Source: an optimization exercise on an open RTL-to-GDS flow (aim: small area, a short achievable clock period and few clock cycles per item). Production flows keep margins and buffers that such runs may drop. Function was not checked in any run shown here: the RTL went through the layout flow alone. Power figures rest on the tool's default switching activity, not on a simulated workload.

## flow/design.v (module list and top-level ports; edited modules follow where they fit)
// module csa_fa: 9 lines
// module csa_ha: 8 lines
// module binary_neuron: 875 lines
module binary_neuron (
    input  logic                    clk,
    input  logic                    reset,
    input  logic                    in_valid,
    output logic                    in_ready,
    input  logic [320:0]            in_req,
    output logic                    out_valid,
    input  logic                    out_ready,
    output logic [9:0]              out_sum
);
  // ...
==> flow/flow/run.sh <==
#!/bin/bash
# The standard layout (standard.sh: ORFS synthesis to final layout), with
# two changes:
#  - the input and output ports are buffered with the smallest buffer,
#    sky130_fd_sc_hd__buf_1, instead of the cell buffer_ports picks by default
#    (clkdlybuf4s50_1); later repair steps may still resize them;
#  - clock tree synthesis adds no dummy loads to the clock tree.
set -euo pipefail
export BUFFER_PORTS_ARGS="-buffer_cell sky130_fd_sc_hd__buf_1"
export CTS_ARGS="-sink_clustering_enable -repair_clock_nets -buf_list sky130_fd_sc_hd__clkbuf_8 -dont_use_dummy_load"
bash standard.sh > standard_flow.log 2>&1
==> flow/standard.sh <==
#!/bin/bash
# synth_recipe.tcl (not shown) runs the flow's synth.tcl, then flattens the netlist and writes it again
# the make line also repeats each setting of config.mk as NAME=value (left out here)
make -C /OpenROAD-flow-scripts/flow DESIGN_CONFIG=/design/flow/config.mk WORK_HOME=/design/flow/orfs CLKGATE_MAP_FILE= SYNTH_SCRIPT=/design/flow/synth_recipe.tcl "${@:-finish}"
==> flow/config.mk <==
export PLATFORM = sky130hd
export DESIGN_NAME = binary_neuron
export DESIGN_NICKNAME = binary_neuron
export VERILOG_FILES = /design/flow/design.v
export SDC_FILE = /design/flow/constraint.sdc
export NUM_CORES = 4
export LEC_CHECK = 0
export CAP_MARGIN = 20
export CORE_MARGIN = 2
export CORE_UTILIZATION = 40
export CTS_BUF_LIST = sky130_fd_sc_hd__clkbuf_8
export SLEW_MARGIN = 20
export SYNTH_HIERARCHICAL = 1
export SYNTH_MINIMUM_KEEP_SIZE = 0
==> flow/constraint.sdc <==
create_clock -name core_clock -period 6.0 [get_ports {clk}]
set_input_delay 1.2000 -clock core_clock [delete_from_list [all_inputs] [get_ports {clk}]]
set_output_delay 1.2000 -clock core_clock [all_outputs]
set_load 0.01 [all_outputs]
==> impl_metrics.env, run 1 <==
export IMPL_status="timing/DRC/antenna clean"
export IMPL_hold_slack_ns=0.432
export IMPL_startpoint="in_req[185]"
export IMPL_use_met2_pct=36.9
export IMPL_setup_viol=0
export IMPL_drtIter0Drc=369
export IMPL_port_buffer_count=336
export IMPL_relSlewSlack_pct=59.3
export IMPL_top_register="q_data"
export IMPL_die_w_um=177
export IMPL_gp_congestion=0.865
export IMPL_syn_area_mm2=0.0120
export IMPL_synth_compound_area_share_pct=1.77
export IMPL_cp_end_kind="flop"
export IMPL_largest_reg_flops=30
export IMPL_antenna_cells=0
export IMPL_hold_depth=1
export IMPL_critPathTopFamily="adder cells"
export IMPL_antenna_found_initial=0
export IMPL_syn_inst=1028
export IMPL_routedWlPerCell_um=17.2
export IMPL_register_area_mm2=0.00320
export IMPL_grtUsageTotal_pct=20.2
export IMPL_grt_met3_usage_pct=3.38
export IMPL_power_internal_mw=4.15
export IMPL_core_area_mm2=0.0296
export IMPL_rr_worst_depth=5
export IMPL_yosysSeqAreaShare_pct=26.6
export IMPL_drive_gt1_share_pct=1.60
export IMPL_final_cells=1767
==> run 2: changes to the inputs <==
--- a/flow/design.v
+++ b/flow/design.v
@@ -214,18 +214,18 @@
     wire p2_61 = in_req[75] ^ (~in_req[3] & (in_req[73] | in_req[74]));
     wire q3_61 = ~(in_req[76] ^ (~in_req[3] & (in_req[73] | in_req[74] | in_req[75])));
     wire p1_62 = in_req[70] ^ (~in_req[2] & in_req[69]);
     wire p2_62 = in_req[71] ^ (~in_req[2] & (in_req[69] | in_req[70]));
     wire q3_62 = ~(in_req[72] ^ (~in_req[2] & (in_req[69] | in_req[70] | in_req[71])));
     wire p1_63 = in_req[66] ^ (~in_req[1] & in_req[65]);
     wire p2_63 = in_req[67] ^ (~in_req[1] & (in_req[65] | in_req[66]));
     wire q3_63 = ~(in_req[68] ^ (~in_req[1] & (in_req[65] | in_req[66] | in_req[67])));
-    logic r1_s57, r1_s59, r1_s61, r1_s135, r1_c58, r1_c60, r1_c62, r1_s137, r1_s139, r1_s141, r1_s143, r1_s145, r1_s147, r1_s149, r1_c148, r1_c150, r1_s237, r1_s239, r1_s241, r1_s243, r1_s245, r1_s247, r1_s249, r1_s251, r1_s253, r1_s255, r1_s325, r1_s327, r1_s329, r1_s331, r1_s333, r1_s335, r1_s337, r1_s339, r1_s341, r1_c238, r1_c240, r1_c242, r1_c244, r1_c246, r1_s343, r1_s345, r1_s347, r1_c248, r1_c250, r1_c252, r1_c254, r1_c256, r1_s349, r1_s351, r1_s353, r1_s355, r1_s357, r1_s405, r1_c344, r1_c346, r1_c348, r1_c350, r1_c352, r1_c354, r1_c356, r1_c358, r1_s407, r1_s409, r1_s411, r1_s413, r1_s415, r1_s417, r1_s419, r1_c404, r1_c406, r1_c408, r1_c410, r1_c412, r1_c414, r1_c416, r1_c418, r1_c420, r1_s453, r1_s455, r1_c454, r1_c456;
-    logic r2_s447, r2_c392, r2_s449, r2_c448, r2_s475, r2_s477, r2_c450, r2_s491, r2_s493, r2_c492, r2_s499, r2_c494, r2_c498, r2_c500, r2_s63, r2_s157, r2_s271, r2_s391, r2_s159;
+    logic r1_s57, r1_s59, r1_s61, r1_s123, r1_s125, r1_s127, r1_s129, r1_s131, r1_s133, r1_s135, r1_c58, r1_c60, r1_c62, r1_s137, r1_s139, r1_s141, r1_s143, r1_s145, r1_s217, r1_c138, r1_c140, r1_c142, r1_c144, r1_c146, r1_s219, r1_s221, r1_s223, r1_s225, r1_s227, r1_s229, r1_s231, r1_s233, r1_s235, r1_s237, r1_s239, r1_s241, r1_s243, r1_s245, r1_s325, r1_s327, r1_s329, r1_s331, r1_s333, r1_s335, r1_s337, r1_s339, r1_s341, r1_c238, r1_c240, r1_c242, r1_c244, r1_c246, r1_s343, r1_s345, r1_s347, r1_s349, r1_s351, r1_s353, r1_s355, r1_s357, r1_c326, r1_c328, r1_c330, r1_c332, r1_c334, r1_c336, r1_c338, r1_c340, r1_c342, r1_s393, r1_s395, r1_s397, r1_s399, r1_s401, r1_s403, r1_s405, r1_c344, r1_c346, r1_c348, r1_c350, r1_c352, r1_c354, r1_c356, r1_c358, r1_s407, r1_s409, r1_c404, r1_c406, r1_c408, r1_c410, r1_s453, r1_s455, r1_c454, r1_c456;
+    logic r2_s387, r2_c272, r2_s389, r2_s443, r2_c390, r2_s445, r2_s447, r2_s475, r2_c448, r2_s477, r2_s489, r2_c476, r2_c478, r2_s491, r2_c492, r2_s499, r2_c498, r2_c500, r2_s63, r2_s157, r2_s271, r2_s159;
     wire s1 = ~(in_req[317] ^ in_req[313]);
     wire c2 = in_req[317] | in_req[313];
     wire s3, c4;
     csa_fa u_s3 (.a(in_req[309]), .b(in_req[305]), .c(in_req[301]), .s(s3), .co(c4));
     wire s5, c6;
     csa_fa u_s5 (.a(in_req[297]), .b(in_req[293]), .c(in_req[289]), .s(s5), .co(c6));
     wire s7, c8;
     csa_fa u_s7 (.a(in_req[285]), .b(in_req[281]), .c(in_req[277]), .s(s7), .co(c8));
@@ -363,27 +363,27 @@
     csa_fa u_s139 (.a(c48), .b(c50), .c(c52), .s(s139), .co(c140));
     wire s141, c142;
     csa_fa u_s141 (.a(c54), .b(c56), .c(s109), .s(s141), .co(c142));
     wire s143, c144;
     csa_fa u_s143 (.a(s111), .b(s113), .c(s115), .s(s143), .co(c144));
     wire s145, c146;
     csa_fa u_s145 (.a(s117), .b(s119), .c(s121), .s(s145), .co(c146));
     wire s147, c148;
-    csa_fa u_s147 (.a(s123), .b(s125), .c(s127), .s(s147), .co(c148));
+    csa_fa u_s147 (.a(r1_s123), .b(r1_s125), .c(r1_s127), .s(s147), .co(c148));
     wire s149, c150;
-    csa_fa u_s149 (.a(s129), .b(s131), .c(s133), .s(s149), .co(c150));
+    csa_fa u_s149 (.a(r1_s129), .b(r1_s131), .c(r1_s133), .s(s149), .co(c150));
     wire s151, c152;
     csa_fa u_s151 (.a(r1_s135), .b(r1_c58), .c(r1_c60), .s(s151), .co(c152));
     wire s153, c154;
     csa_fa u_s153 (.a(r1_c62), .b(r1_s137), .c(r1_s139), .s(s153), .co(c154));
     wire s155, c156;
     csa_fa u_s155 (.a(r1_s141), .b(r1_s143), .c(r1_s145), .s(s155), .co(c156));
     wire s157, c158;
-    csa_fa u_s157 (.a(r1_s147), .b(r1_s149), .c(c64), .s(s157), .co(c158));
+    csa_fa u_s157 (.a(c64), .b(s147), .c(s149), .s(s157), .co(c158));
     wire s159, c160;
     csa_fa u_s159 (.a(s151), .b(s153), .c(s155), .s(s159), .co(c160));
     wire s161 = ~(p2_0 ^ p2_1);
     wire c162 = p2_0 | p2_1;
     wire s163, c164;
     csa_fa u_s163 (.a(p2_2), .b(p2_3), .c(p2_4), .s(s163), .co(c164));
     wire s165, c166;
     csa_fa u_s165 (.a(p2_5), .b(p2_6), .c(p2_7), .s(s165), .co(c166));
@@ -463,39 +463,39 @@
     csa_fa u_s239 (.a(c128), .b(c130), .c(c132), .s(s239), .co(c240));
     wire s241, c242;
     csa_fa u_s241 (.a(c134), .b(c136), .c(s203), .s(s241), .co(c242));
     wire s243, c244;
     csa_fa u_s243 (.a(s205), .b(s207), .c(s209), .s(s243), .co(c244));
     wire s245, c246;
     csa_fa u_s245 (.a(s211), .b(s213), .c(s215), .s(s245), .co(c246));
     wire s247, c248;
-    csa_fa u_s247 (.a(s217), .b(c138), .c(c140), .s(s247), .co(c248));
+    csa_fa u_s247 (.a(r1_s217), .b(r1_c138), .c(r1_c140), .s(s247), .co(c248));
     wire s249, c250;
-    csa_fa u_s249 (.a(c142), .b(c144), .c(c146), .s(s249), .co(c250));
+    csa_fa u_s249 (.a(r1_c142), .b(r1_c144), .c(r1_c146), .s(s249), .co(c250));
     wire s251, c252;
-    csa_fa u_s251 (.a(s219), .b(s221), .c(s223), .s(s251), .co(c252));
+    csa_fa u_s251 (.a(r1_s219), .b(r1_s221), .c(r1_s223), .s(s251), .co(c252));
     wire s253, c254;
-    csa_fa u_s253 (.a(s225), .b(s227), .c(s229), .s(s253), .co(c254));
+    csa_fa u_s253 (.a(r1_s225), .b(r1_s227), .c(r1_s229), .s(s253), .co(c254));
     wire s255, c256;
-    csa_fa u_s255 (.a(s231), .b(s233), .c(s235), .s(s255), .co(c256));
+    csa_fa u_s255 (.a(r1_s231), .b(r1_s233), .c(r1_s235), .s(s255), .co(c256));
     wire s257, c258;
-    csa_fa u_s257 (.a(r1_c148), .b(r1_c150), .c(r1_s237), .s(s257), .co(c258));
+    csa_fa u_s257 (.a(r1_s237), .b(r1_s239), .c(r1_s241), .s(s257), .co(c258));
     wire s259, c260;
-    csa_fa u_s259 (.a(r1_s239), .b(r1_s241), .c(r1_s243), .s(s259), .co(c260));
+    csa_fa u_s259 (.a(r1_s243), .b(r1_s245), .c(c148), .s(s259), .co(c260));
     wire s261, c262;
-    csa_fa u_s261 (.a(r1_s245), .b(r1_s247), .c(r1_s249), .s(s261), .co(c262));
+    csa_fa u_s261 (.a(c150), .b(c152), .c(c154), .s(s261), .co(c262));
     wire s263, c264;
-    csa_fa u_s263 (.a(r1_s251), .b(r1_s253), .c(r1_s255), .s(s263), .co(c264));
+    csa_fa u_s263 (.a(c156), .b(s247), .c(s249), .s(s263), .co(c264));
     wire s265, c266;
-    csa_fa u_s265 (.a(s261), .b(s263), .c(c152), .s(s265), .co(c266));
+    csa_fa u_s265 (.a(s251), .b(s253), .c(s255), .s(s265), .co(c266));
     wire s267, c268;
-    csa_fa u_s267 (.a(c154), .b(c156), .c(s257), .s(s267), .co(c268));
+    csa_fa u_s267 (.a(s257), .b(c158), .c(c160), .s(s267), .co(c268));
     wire s269, c270;
-    csa_fa u_s269 (.a(s259), .b(c158), .c(c160), .s(s269), .co(c270));
+    csa_fa u_s269 (.a(s259), .b(s261), .c(s263), .s(s269), .co(c270));
     wire s271, c272;
     csa_fa u_s271 (.a(s265), .b(s267), .c(s269), .s(s271), .co(c272));
     wire s273 = ~(q3_0 ^ q3_1);
     wire c274 = q3_0 | q3_1;
     wire s275, c276;
     csa_fa u_s275 (.a(q3_2), .b(q3_3), .c(q3_4), .s(s275), .co(c276));
     wire s277, c278;
     csa_fa u_s277 (.a(q3_5), .b(q3_6), .c(q3_7), .s(s277), .co(c278));
@@ -585,39 +585,39 @@
     csa_fa u_s361 (.a(r1_s331), .b(r1_s333), .c(r1_s335), .s(s361), .co(c362));
     wire s363, c364;
     csa_fa u_s363 (.a(r1_s337), .b(r1_s339), .c(r1_s341), .s(s363), .co(c364));
     wire s365, c366;
     csa_fa u_s365 (.a(r1_c238), .b(r1_c240), .c(r1_c242), .s(s365), .co(c366));
     wire s367, c368;
     csa_fa u_s367 (.a(r1_c244), .b(r1_c246), .c(r1_s343), .s(s367), .co(c368));
     wire s369, c370;
-    csa_fa u_s369 (.a(r1_s345), .b(r1_s347), .c(r1_c248), .s(s369), .co(c370));
+    csa_fa u_s369 (.a(r1_s345), .b(r1_s347), .c(r1_s349), .s(s369), .co(c370));
     wire s371, c372;
-    csa_fa u_s371 (.a(r1_c250), .b(r1_c252), .c(r1_c254), .s(s371), .co(c372));
+    csa_fa u_s371 (.a(r1_s351), .b(r1_s353), .c(r1_s355), .s(s371), .co(c372));
     wire s373, c374;
-    csa_fa u_s373 (.a(r1_c256), .b(r1_s349), .c(r1_s351), .s(s373), .co(c374));
+    csa_fa u_s373 (.a(r1_s357), .b(c248), .c(c250), .s(s373), .co(c374));
     wire s375, c376;
-    csa_fa u_s375 (.a(r1_s353), .b(r1_s355), .c(r1_s357), .s(s375), .co(c376));
+    csa_fa u_s375 (.a(c252), .b(c254), .c(c256), .s(s375), .co(c376));
     wire s377, c378;
-    csa_fa u_s377 (.a(c262), .b(c264), .c(c258), .s(s377), .co(c378));
+    csa_fa u_s377 (.a(c258), .b(s359), .c(s361), .s(s377), .co(c378));
     wire s379, c380;
-    csa_fa u_s379 (.a(c260), .b(s359), .c(s361), .s(s379), .co(c380));
+    csa_fa u_s379 (.a(s363), .b(s365), .c(s367), .s(s379), .co(c380));
     wire s381, c382;
-    csa_fa u_s381 (.a(s363), .b(s365), .c(s367), .s(s381), .co(c382));
+    csa_fa u_s381 (.a(s369), .b(s371), .c(c260), .s(s381), .co(c382));
     wire s383, c384;
-    csa_fa u_s383 (.a(s369), .b(s371), .c(s373), .s(s383), .co(c384));
+    csa_fa u_s383 (.a(c262), .b(c264), .c(c266), .s(s383), .co(c384));
     wire s385, c386;
-    csa_fa u_s385 (.a(s375), .b(c266), .c(c268), .s(s385), .co(c386));
+    csa_fa u_s385 (.a(s373), .b(s375), .c(s377), .s(s385), .co(c386));
     wire s387, c388;
-    csa_fa u_s387 (.a(s377), .b(s379), .c(s381), .s(s387), .co(c388));
+    csa_fa u_s387 (.a(s379), .b(c268), .c(s381), .s(s387), .co(c388));
     wire s389, c390;
-    csa_fa u_s389 (.a(s383), .b(c270), .c(s385), .s(s389), .co(c390));
+    csa_fa u_s389 (.a(c270), .b(s383), .c(s385), .s(s389), .co(c390));
     wire s391, c392;
-    csa_fa u_s391 (.a(s387), .b(c272), .c(s389), .s(s391), .co(c392));
+    csa_fa u_s391 (.a(r2_s387), .b(r2_c272), .c(r2_s389), .s(s391), .co(c392));
     wire s393 = ~(c274 ^ c276);
     wire c394 = c274 | c276;
     wire s395, c396;
     csa_fa u_s395 (.a(c278), .b(c280), .c(c282), .s(s395), .co(c396));
     wire s397, c398;
     csa_fa u_s397 (.a(c284), .b(c286), .c(c288), .s(s397), .co(c398));
     wire s399, c400;
     csa_fa u_s399 (.a(c290), .b(c292), .c(c294), .s(s399), .co(c400));
@@ -627,111 +627,111 @@
     csa_fa u_s403 (.a(c302), .b(c304), .c(c306), .s(s403), .co(c404));
     wire s405, c406;
     csa_fa u_s405 (.a(c308), .b(c310), .c(c312), .s(s405), .co(c406));
     wire s407, c408;
     csa_fa u_s407 (.a(c314), .b(c316), .c(c318), .s(s407), .co(c408));
     wire s409, c410;
     csa_fa u_s409 (.a(c320), .b(c322), .c(c324), .s(s409), .co(c410));
     wire s411, c412;
-    csa_fa u_s411 (.a(c326), .b(c328), .c(c330), .s(s411), .co(c412));
+    csa_fa u_s411 (.a(r1_c326), .b(r1_c328), .c(r1_c330), .s(s411), .co(c412));
     wire s413, c414;
-    csa_fa u_s413 (.a(c332), .b(c334), .c(c336), .s(s413), .co(c414));
+    csa_fa u_s413 (.a(r1_c332), .b(r1_c334), .c(r1_c336), .s(s413), .co(c414));
     wire s415, c416;
-    csa_fa u_s415 (.a(c338), .b(c340), .c(c342), .s(s415), .co(c416));
+    csa_fa u_s415 (.a(r1_c338), .b(r1_c340), .c(r1_c342), .s(s415), .co(c416));
     wire s417, c418;
-    csa_fa u_s417 (.a(s393), .b(s395), .c(s397), .s(s417), .co(c418));
+    csa_fa u_s417 (.a(r1_s393), .b(r1_s395), .c(r1_s397), .s(s417), .co(c418));
     wire s419, c420;
-    csa_fa u_s419 (.a(s399), .b(s401), .c(s403), .s(s419), .co(c420));
+    csa_fa u_s419 (.a(r1_s399), .b(r1_s401), .c(r1_s403), .s(s419), .co(c420));
     wire s421, c422;
     csa_fa u_s421 (.a(r1_s405), .b(r1_c344), .c(r1_c346), .s(s421), .co(c422));
     wire s423, c424;
     csa_fa u_s423 (.a(r1_c348), .b(r1_c350), .c(r1_c352), .s(s423), .co(c424));
     wire s425, c426;
     csa_fa u_s425 (.a(r1_c354), .b(r1_c356), .c(r1_c358), .s(s425), .co(c426));
     wire s427, c428;
-    csa_fa u_s427 (.a(r1_s407), .b(r1_s409), .c(r1_s411), .s(s427), .co(c428));
+    csa_fa u_s427 (.a(r1_s407), .b(r1_s409), .c(c360), .s(s427), .co(c428));
     wire s429, c430;
-    csa_fa u_s429 (.a(r1_s413), .b(r1_s415), .c(r1_s417), .s(s429), .co(c430));
+    csa_fa u_s429 (.a(c362), .b(c364), .c(c366), .s(s429), .co(c430));
     wire s431, c432;
-    csa_fa u_s431 (.a(r1_s419), .b(c360), .c(c362), .s(s431), .co(c432));
+    csa_fa u_s431 (.a(c368), .b(c370), .c(c372), .s(s431), .co(c432));
     wire s433, c434;
-    csa_fa u_s433 (.a(c364), .b(c366), .c(c368), .s(s433), .co(c434));
+    csa_fa u_s433 (.a(s411), .b(s413), .c(s415), .s(s433), .co(c434));
     wire s435, c436;
-    csa_fa u_s435 (.a(c370), .b(c372), .c(c374), .s(s435), .co(c436));
+    csa_fa u_s435 (.a(s417), .b(s419), .c(s421), .s(s435), .co(c436));
     wire s437, c438;
-    csa_fa u_s437 (.a(c376), .b(s421), .c(s423), .s(s437), .co(c438));
+    csa_fa u_s437 (.a(s423), .b(s425), .c(c374), .s(s437), .co(c438));
     wire s439, c440;
-    csa_fa u_s439 (.a(s425), .b(s427), .c(s429), .s(s439), .co(c440));
+    csa_fa u_s439 (.a(c376), .b(c378), .c(c380), .s(s439), .co(c440));
     wire s441, c442;
-    csa_fa u_s441 (.a(c378), .b(c380), .c(c382), .s(s441), .co(c442));
+    csa_fa u_s441 (.a(s427), .b(s429), .c(s431), .s(s441), .co(c442));
     wire s443, c444;
-    csa_fa u_s443 (.a(c384), .b(s431), .c(s433), .s(s443), .co(c444));
+    csa_fa u_s443 (.a(s433), .b(s435), .c(c382), .s(s443), .co(c444));
     wire s445, c446;
-    csa_fa u_s445 (.a(s435), .b(s437), .c(s439), .s(s445), .co(c446));
+    csa_fa u_s445 (.a(c384), .b(s437), .c(c386), .s(s445), .co(c446));
     wire s447, c448;
-    csa_fa u_s447 (.a(c386), .b(c388), .c(s441), .s(s447), .co(c448));
+    csa_fa u_s447 (.a(s439), .b(s441), .c(c388), .s(s447), .co(c448));
     wire s449, c450;
-    csa_fa u_s449 (.a(s443), .b(s445), .c(c390), .s(s449), .co(c450));
+    csa_fa u_s449 (.a(r2_s443), .b(r2_c390), .c(r2_s445), .s(s449), .co(c450));
     wire s451, c452;
-    csa_fa u_s451 (.a(r2_s447), .b(r2_c392), .c(r2_s449), .s(s451), .co(c452));
+    csa_fa u_s451 (.a(r2_s447), .b(c392), .c(s449), .s(s451), .co(c452));
     wire s453 = ~(c394 ^ c396);
     wire c454 = c394 | c396;
     wire s455, c456;
     csa_fa u_s455 (.a(c398), .b(c400), .c(c402), .s(s455), .co(c456));
     wire s457, c458;
     csa_fa u_s457 (.a(r1_c404), .b(r1_c406), .c(r1_c408), .s(s457), .co(c458));
     wire s459, c460;
-    csa_fa u_s459 (.a(r1_c410), .b(r1_c412), .c(r1_c414), .s(s459), .co(c460));
+    csa_fa u_s459 (.a(r1_c410), .b(r1_s453), .c(r1_s455), .s(s459), .co(c460));
     wire s461, c462;
-    csa_fa u_s461 (.a(r1_c416), .b(r1_c418), .c(r1_c420), .s(s461), .co(c462));
+    csa_fa u_s461 (.a(c412), .b(c414), .c(c416), .s(s461), .co(c462));
     wire s463, c464;
-    csa_fa u_s463 (.a(r1_s453), .b(r1_s455), .c(c422), .s(s463), .co(c464));
+    csa_fa u_s463 (.a(c418), .b(c420), .c(c422), .s(s463), .co(c464));
     wire s465, c466;
-    csa_fa u_s465 (.a(c424), .b(c426), .c(c428), .s(s465), .co(c466));
+    csa_fa u_s465 (.a(c424), .b(c426), .c(s457), .s(s465), .co(c466));
     wire s467, c468;
-    csa_fa u_s467 (.a(c430), .b(s457), .c(s459), .s(s467), .co(c468));
+    csa_fa u_s467 (.a(s459), .b(c428), .c(c430), .s(s467), .co(c468));
     wire s469, c470;
-    csa_fa u_s469 (.a(s461), .b(c432), .c(c434), .s(s469), .co(c470));
+    csa_fa u_s469 (.a(c432), .b(c434), .c(c436), .s(s469), .co(c470));
     wire s471, c472;
-    csa_fa u_s471 (.a(c436), .b(c438), .c(c440), .s(s471), .co(c472));
+    csa_fa u_s471 (.a(s461), .b(s463), .c(s465), .s(s471), .co(c472));
     wire s473, c474;
-    csa_fa u_s473 (.a(s463), .b(s465), .c(s467), .s(s473), .co(c474));
+    csa_fa u_s473 (.a(c438), .b(c440), .c(c442), .s(s473), .co(c474));
     wire s475, c476;
-    csa_fa u_s475 (.a(c442), .b(c444), .c(s469), .s(s475), .co(c476));
+    csa_fa u_s475 (.a(s467), .b(s469), .c(s471), .s(s475), .co(c476));
     wire s477, c478;
-    csa_fa u_s477 (.a(c446), .b(s471), .c(s473), .s(s477), .co(c478));
+    csa_fa u_s477 (.a(c444), .b(c446), .c(s473), .s(s477), .co(c478));
     wire s479, c480;
-    csa_fa u_s479 (.a(r2_c448), .b(r2_s475), .c(r2_s477), .s(s479), .co(c480));
+    csa_fa u_s479 (.a(r2_s475), .b(r2_c448), .c(r2_s477), .s(s479), .co(c480));
     wire s481, c482;
-    csa_fa u_s481 (.a(r2_c450), .b(c452), .c(s479), .s(s481), .co(c482));
+    csa_fa u_s481 (.a(c450), .b(s479), .c(c452), .s(s481), .co(c482));
     wire s483 = ~(r1_c454 ^ r1_c456);
     wire c484 = r1_c454 | r1_c456;
     wire s485, c486;
-    csa_fa u_s485 (.a(c458), .b(c460), .c(c462), .s(s485), .co(c486));
+    csa_fa u_s485 (.a(c458), .b(c460), .c(s483), .s(s485), .co(c486));
     wire s487, c488;
-    csa_fa u_s487 (.a(s483), .b(c464), .c(c466), .s(s487), .co(c488));
+    csa_fa u_s487 (.a(c462), .b(c464), .c(c466), .s(s487), .co(c488));
     wire s489, c490;
-    csa_fa u_s489 (.a(c468), .b(s485), .c(c470), .s(s489), .co(c490));
+    csa_fa u_s489 (.a(s485), .b(c468), .c(c470), .s(s489), .co(c490));
     wire s491, c492;
     csa_fa u_s491 (.a(c472), .b(s487), .c(c474), .s(s491), .co(c492));
     wire s493, c494;
-    csa_fa u_s493 (.a(c476), .b(s489), .c(c478), .s(s493), .co(c494));
+    csa_fa u_s493 (.a(r2_s489), .b(r2_c476), .c(r2_c478), .s(s493), .co(c494));
     wire s495, c496;
-    csa_fa u_s495 (.a(r2_s491), .b(r2_s493), .c(c480), .s(s495), .co(c496));
+    csa_fa u_s495 (.a(r2_s491), .b(c480), .c(s493), .s(s495), .co(c496));
     wire s497 = ~(c484 ^ c486);
     wire c498 = c484 | c486;
     wire s499, c500;
     csa_fa u_s499 (.a(c488), .b(s497), .c(c490), .s(s499), .co(c500));
     wire s501, c502;
-    csa_fa u_s501 (.a(r2_c492), .b(r2_s499), .c(r2_c494), .s(s501), .co(c502));
+    csa_fa u_s501 (.a(r2_c492), .b(r2_s499), .c(c494), .s(s501), .co(c502));
     wire s503 = ~(r2_c498 ^ r2_c500);
     wire c504 = r2_c498 | r2_c500;
-    wire [9:0] row_a = {c504, c502, s501, c482, s481, s451, r2_s391, r2_s271, r2_s157, r2_s63};
-    wire [9:0] row_b = {1'b0, s503, c496, s495, 1'b0, 1'b0, 1'b0, 1'b0, r2_s159, 1'b0};
+    wire [9:0] row_a = {c504, s503, c496, s495, s481, s451, s391, r2_s271, r2_s157, r2_s63};
+    wire [9:0] row_b = {1'b0, c502, s501, c482, 1'b0, 1'b0, 1'b0, 1'b0, r2_s159, 1'b0};
     wire [9:0] total = row_a + row_b;
     logic         accept, pop;
     logic [2:0] pending, pending_next;
     assign accept = in_valid && in_ready;
     assign pop    = out_valid && out_ready;
     always_comb begin
         case ({accept, pop})
             2'b10:   pending_next = {pending[1:0], 1'b1};
@@ -754,39 +754,51 @@
         end else begin
             stage_valid <= {stage_valid[1:1], accept};
         end
     end
     always_ff @(posedge clk) begin
         r1_s57 <= s57;
         r1_s59 <= s59;
         r1_s61 <= s61;
+        r1_s123 <= s123;
+        r1_s125 <= s125;
+        r1_s127 <= s127;
+        r1_s129 <= s129;
+        r1_s131 <= s131;
+        r1_s133 <= s133;
         r1_s135 <= s135;
         r1_c58 <= c58;
         r1_c60 <= c60;
         r1_c62 <= c62;
         r1_s137 <= s137;
         r1_s139 <= s139;
         r1_s141 <= s141;
         r1_s143 <= s143;
         r1_s145 <= s145;
-        r1_s147 <= s147;
-        r1_s149 <= s149;
-        r1_c148 <= c148;
-        r1_c150 <= c150;
+        r1_s217 <= s217;
+        r1_c138 <= c138;
+        r1_c140 <= c140;
+        r1_c142 <= c142;
+        r1_c144 <= c144;
+        r1_c146 <= c146;
+        r1_s219 <= s219;
+        r1_s221 <= s221;
+        r1_s223 <= s223;
+        r1_s225 <= s225;
+        r1_s227 <= s227;
+        r1_s229 <= s229;
+        r1_s231 <= s231;
+        r1_s233 <= s233;
+        r1_s235 <= s235;
         r1_s237 <= s237;
         r1_s239 <= s239;
         r1_s241 <= s241;
         r1_s243 <= s243;
         r1_s245 <= s245;
-        r1_s247 <= s247;
-        r1_s249 <= s249;
-        r1_s251 <= s251;
-        r1_s253 <= s253;
-        r1_s255 <= s255;
         r1_s325 <= s325;
         r1_s327 <= s327;
         r1_s329 <= s329;
         r1_s331 <= s331;
         r1_s333 <= s333;
         r1_s335 <= s335;
         r1_s337 <= s337;
         r1_s339 <= s339;
@@ -794,75 +806,78 @@
         r1_c238 <= c238;
         r1_c240 <= c240;
         r1_c242 <= c242;
         r1_c244 <= c244;
         r1_c246 <= c246;
         r1_s343 <= s343;
         r1_s345 <= s345;
         r1_s347 <= s347;
-        r1_c248 <= c248;
-        r1_c250 <= c250;
-        r1_c252 <= c252;
-        r1_c254 <= c254;
-        r1_c256 <= c256;
         r1_s349 <= s349;
         r1_s351 <= s351;
         r1_s353 <= s353;
         r1_s355 <= s355;
         r1_s357 <= s357;
+        r1_c326 <= c326;
+        r1_c328 <= c328;
+        r1_c330 <= c330;
+        r1_c332 <= c332;
+        r1_c334 <= c334;
+        r1_c336 <= c336;
+        r1_c338 <= c338;
+        r1_c340 <= c340;
+        r1_c342 <= c342;
+        r1_s393 <= s393;
+        r1_s395 <= s395;
+        r1_s397 <= s397;
+        r1_s399 <= s399;
+        r1_s401 <= s401;
+        r1_s403 <= s403;
         r1_s405 <= s405;
         r1_c344 <= c344;
         r1_c346 <= c346;
         r1_c348 <= c348;
         r1_c350 <= c350;
         r1_c352 <= c352;
         r1_c354 <= c354;
         r1_c356 <= c356;
         r1_c358 <= c358;
         r1_s407 <= s407;
         r1_s409 <= s409;
-        r1_s411 <= s411;
-        r1_s413 <= s413;
-        r1_s415 <= s415;
-        r1_s417 <= s417;
-        r1_s419 <= s419;
         r1_c404 <= c404;
         r1_c406 <= c406;
         r1_c408 <= c408;
         r1_c410 <= c410;
-        r1_c412 <= c412;
-        r1_c414 <= c414;
-        r1_c416 <= c416;
-        r1_c418 <= c418;
-        r1_c420 <= c420;
         r1_s453 <= s453;
         r1_s455 <= s455;
         r1_c454 <= c454;
         r1_c456 <= c456;
     end
     always_ff @(posedge clk) begin
+        r2_s387 <= s387;
+        r2_c272 <= c272;
+        r2_s389 <= s389;
+        r2_s443 <= s443;
+        r2_c390 <= c390;
+        r2_s445 <= s445;
         r2_s447 <= s447;
-        r2_c392 <= c392;
-        r2_s449 <= s449;
-        r2_c448 <= c448;
         r2_s475 <= s475;
+        r2_c448 <= c448;
         r2_s477 <= s477;
-        r2_c450 <= c450;
+        r2_s489 <= s489;
+        r2_c476 <= c476;
+        r2_c478 <= c478;
         r2_s491 <= s491;
-        r2_s493 <= s493;
         r2_c492 <= c492;
         r2_s499 <= s499;
-        r2_c494 <= c494;
         r2_c498 <= c498;
         r2_c500 <= c500;
         r2_s63 <= s63;
         r2_s157 <= s157;
         r2_s271 <= s271;
-        r2_s391 <= s391;
         r2_s159 <= s159;
     end
     logic [9:0]      q_data [0:2];
     logic [2:0]    q_wr, q_rd, q_occ;
     logic            result;        
     assign result    = stage_valid[2];
     assign out_valid = q_occ[0];
     always_ff @(posedge clk) begin
==> impl_metrics.env, run 2 <==
export IMPL_antenna_found_initial=0
export IMPL_num_rows=64
export IMPL_synth_flop_cell="dfxtp_1"
export IMPL_port_buffer_count=336
export IMPL_pin_count=337
export IMPL_largest_reg_flops=30
export IMPL_worst_slew_pin_slew_ns=0.647
export IMPL_syn_to_final_growth_pct=16.1
export IMPL_final_hold_violation_count=0
export IMPL_syn_inst=1041
export IMPL_synth_fa_ha_area_share_pct=41.2
export IMPL_vias_per_cell=4.64
export IMPL_core_area_mm2=0.0304
export IMPL_hold_slack_ns=0.470
export IMPL_antenna_cells=0
export IMPL_grt_pass1_wl_um=47000
export IMPL_crit_type="in2reg"
export IMPL_grtUsageTotal_pct=20.1
export IMPL_die_w_um=179
export IMPL_top_register="q_data"
export IMPL_synthSimpleGateAreaFrac_pct=13.0
export IMPL_fin_nets=1976
export IMPL_synth_nets=1625
export IMPL_remaining_drc_errors=0
export IMPL_worst_path_max_fanout=4
export IMPL_p_leak_nw=5.24
export IMPL_setup_viol=0
export IMPL_dieArea_mm2=0.0322
export IMPL_met3_length_um=1270
export IMPL_cts_root_buf="clkbuf_8"
export IMPL_cp_slowest_stage_delay_ns=0.52
export IMPL_min_period_over_period_pct=51.2
export IMPL_period_minus_slack_ns=3.07
export IMPL_ctsResizeCount=0
export IMPL_htree_levels=4
export IMPL_crit_top_cell="fa_1"
export IMPL_cts_clk_slew_worst_paths_ns=0.08
export IMPL_synth_area_leaders="fa_1 (40%), dfxtp_1 (21%), xnor2_1 (9.5%), edfxtp_1 (7.3%), nor2_1 (6.2%)"
export IMPL_ant_nets=0
export IMPL_yosysMostFrequentCell="fa_1"
export IMPL_clk_insertion_delay_late_ns=0.45
export IMPL_yosysSeqAreaShare_pct=28.5
export IMPL_vias=8283
export IMPL_ys_async_sr_fraction_pct=0
export IMPL_cts_setup_buffers=0
export IMPL_cts_tree="yes"
export IMPL_ys_warn_count=8
export IMPL_ys_ff_latch=160
export IMPL_fin_tns_setup_ns=0
export IMPL_path_cells="buf_1 -> nor2_1 -> nor2_1 -> xor2_1 -> fa_1 -> fa_1 -> fa_1"
export IMPL_synth_edf_count=30
export IMPL_wl_met1_um=12700
export IMPL_yosysUniqueCellTypes=27
export IMPL_wl_um=31000
export IMPL_fmax_mhz=326
export IMPL_syn_avg_cell_area_um2=11.8
export IMPL_synth_compound_area_share_pct=1.71
export IMPL_synth_common_cells="fa_1 (243), nor2_1 (204), xnor2_1 (134)"
export IMPL_final_common_cell="buf_1"
export IMPL_wl_met2_um=16900
export IMPL_synth_mux_area_share_pct=0.163
export IMPL_peakVddDrop_mv=0.372
export IMPL_drive_gt1_share_pct=1.44
export IMPL_post_synth_xor_area_fraction_pct=14.2
export IMPL_overflow=0
export IMPL_relSlewSlack_pct=56.8
export IMPL_syn_area_mm2=0.0123
export IMPL_cts_sinks=160
export IMPL_cp_arrival_ns=3.37
export IMPL_finalClockSkew_ns=0.0309
export IMPL_rsz0062_at_grt="no"
export IMPL_cts_buffer_depth=2
export IMPL_yosysTopAreaCell="fa_1"
export IMPL_hold_path_class="reg2reg"
export IMPL_drtIter0Drc=359
export IMPL_worstPathRequired_ns=6.30
export IMPL_gp_congestion=0.841
export IMPL_grt_max_degree=17
export IMPL_top_layer="met4"
export IMPL_place_hpwl_um=28400
export IMPL_die_h_um=179
export IMPL_numCtsBuffers=17
export IMPL_holdBufCountCts=0
export IMPL_synth_top_family_by_area="adder cells"
export IMPL_status="timing/DRC/antenna clean"
export IMPL_initial_utilization_pct=40.4
export IMPL_critPathSlowestCell="fa_1"
export IMPL_cap_viol_max_count=0
export IMPL_layout_common_cells="buf_1 (336), fa_1 (243), nor2_1 (204)"
export IMPL_powerDensity_mw_per_mm2=539
export IMPL_startpoint_type="input pin"
export IMPL_synth_top_area_share_pct=39.6
export IMPL_slew_violations=0
export IMPL_routedWlPerCell_um=17.3
export IMPL_cp_end_kind="flop"
export IMPL_grt_pass1_vias=8821
export IMPL_drtPass1Iterations=6
export IMPL_r2r_setup_slack_ns=3.16
[run 2: final timing paths]
kind / from / endpoint / depth (start not counted)
max: in_req[89] / r1_c356 / 7
min: r2_s63 / q_data[2][0] / 0
max reg2reg: r1_s129 / r2_s477 / 5
min reg2reg: r2_s63 / q_data[2][0] / 0
[run 2: final cells by class]
class                           count  area (um2)
Sequential cell                   160        3500
Tap cell                          396         495
Fill cell                        2913       16200
Multi-Input combinational cell    839        8630
Clock buffer                       17         234
Timing Repair Buffer              336        1260
Inverter                           38         143
[run 2: worst max-delay path, delay by kind of cell]
family,cells,cell delay (ns)
simple gates,2,0.17
fa+ha+maj,3,1.53
xor+xnor,1,0.26
buf+inv,1,0.20
[run 2: kinds of logic (layout without fill, tap and decap cells)]
family	count (synthesis)	count (layout)
buf+inv	42	391
fa+ha+maj	259	259
compound gates	27	27
flops	160	160
simple gates	352	352
mux	2	2
xor+xnor	199	199
[run 2: through the flow]
stage               util, %  cells  area [um2]  power, mW  setup slack, ns
detailed placement     46.1   1769       14000       7.24             2.42
CTS                    46.9   1786       14300       7.82             2.89
floorplan                 -   1041       12300       5.44             2.87
global placement       46.1   1769       14000       7.14             2.39
global route           46.9   1786       14300       8.54             2.82
finish                 46.9   1786       14300       7.70             2.93
[run 2: power by group]
part           switching (mW)  internal (mW)
clock                   0.326          0.250
sequential              0.295           1.87
combinational            2.64           2.32
total                    3.26           4.43
[run 2: routing by layer]
layer,vias up,GRT usage [%]
met5,-,0
met3,10,2.74
met4,0,3.02
met1,4051,24.8
met2,238,37.8
li1,3984,-
[run 2: Yosys stat by module (local to each module, per instance)]
module | flops+latches | times used | cells | cell area, um2
csa_fa | 0 | 243 | 1 | 20.0
binary_neuron | 160 | 1 | 798 | 7430

## port drivers added, routing unchanged
How much do the figures lean on ideal ports? The routed layouts below were timed once more, with nothing changed but the port constraints. Step 1 assumes that a clkbuf_16 drives the clock port and a buf_2 every other input. Step 2 moves the port delays by t, midway between the first and last clock arrival at a register: inputs arrive t later, outputs are due t later. That takes back most of the time a late clock gives input paths. a / b / c = ideal ports / drivers / drivers and shift; a / b = the first two.
run	t (ns)	setup WS [ns]	worst register clock-pin slew, ns
run 1	0.471	2.885 / 2.891 / 2.420	0.08 / 0.08
run 2	0.474	2.929 / 2.948 / 2.474	0.09 / 0.09
After both steps every run listed still meets setup and hold. The setup slack of run 1, which loses most, moves by +0.006 ns with the drivers and by -0.465 ns with both steps.
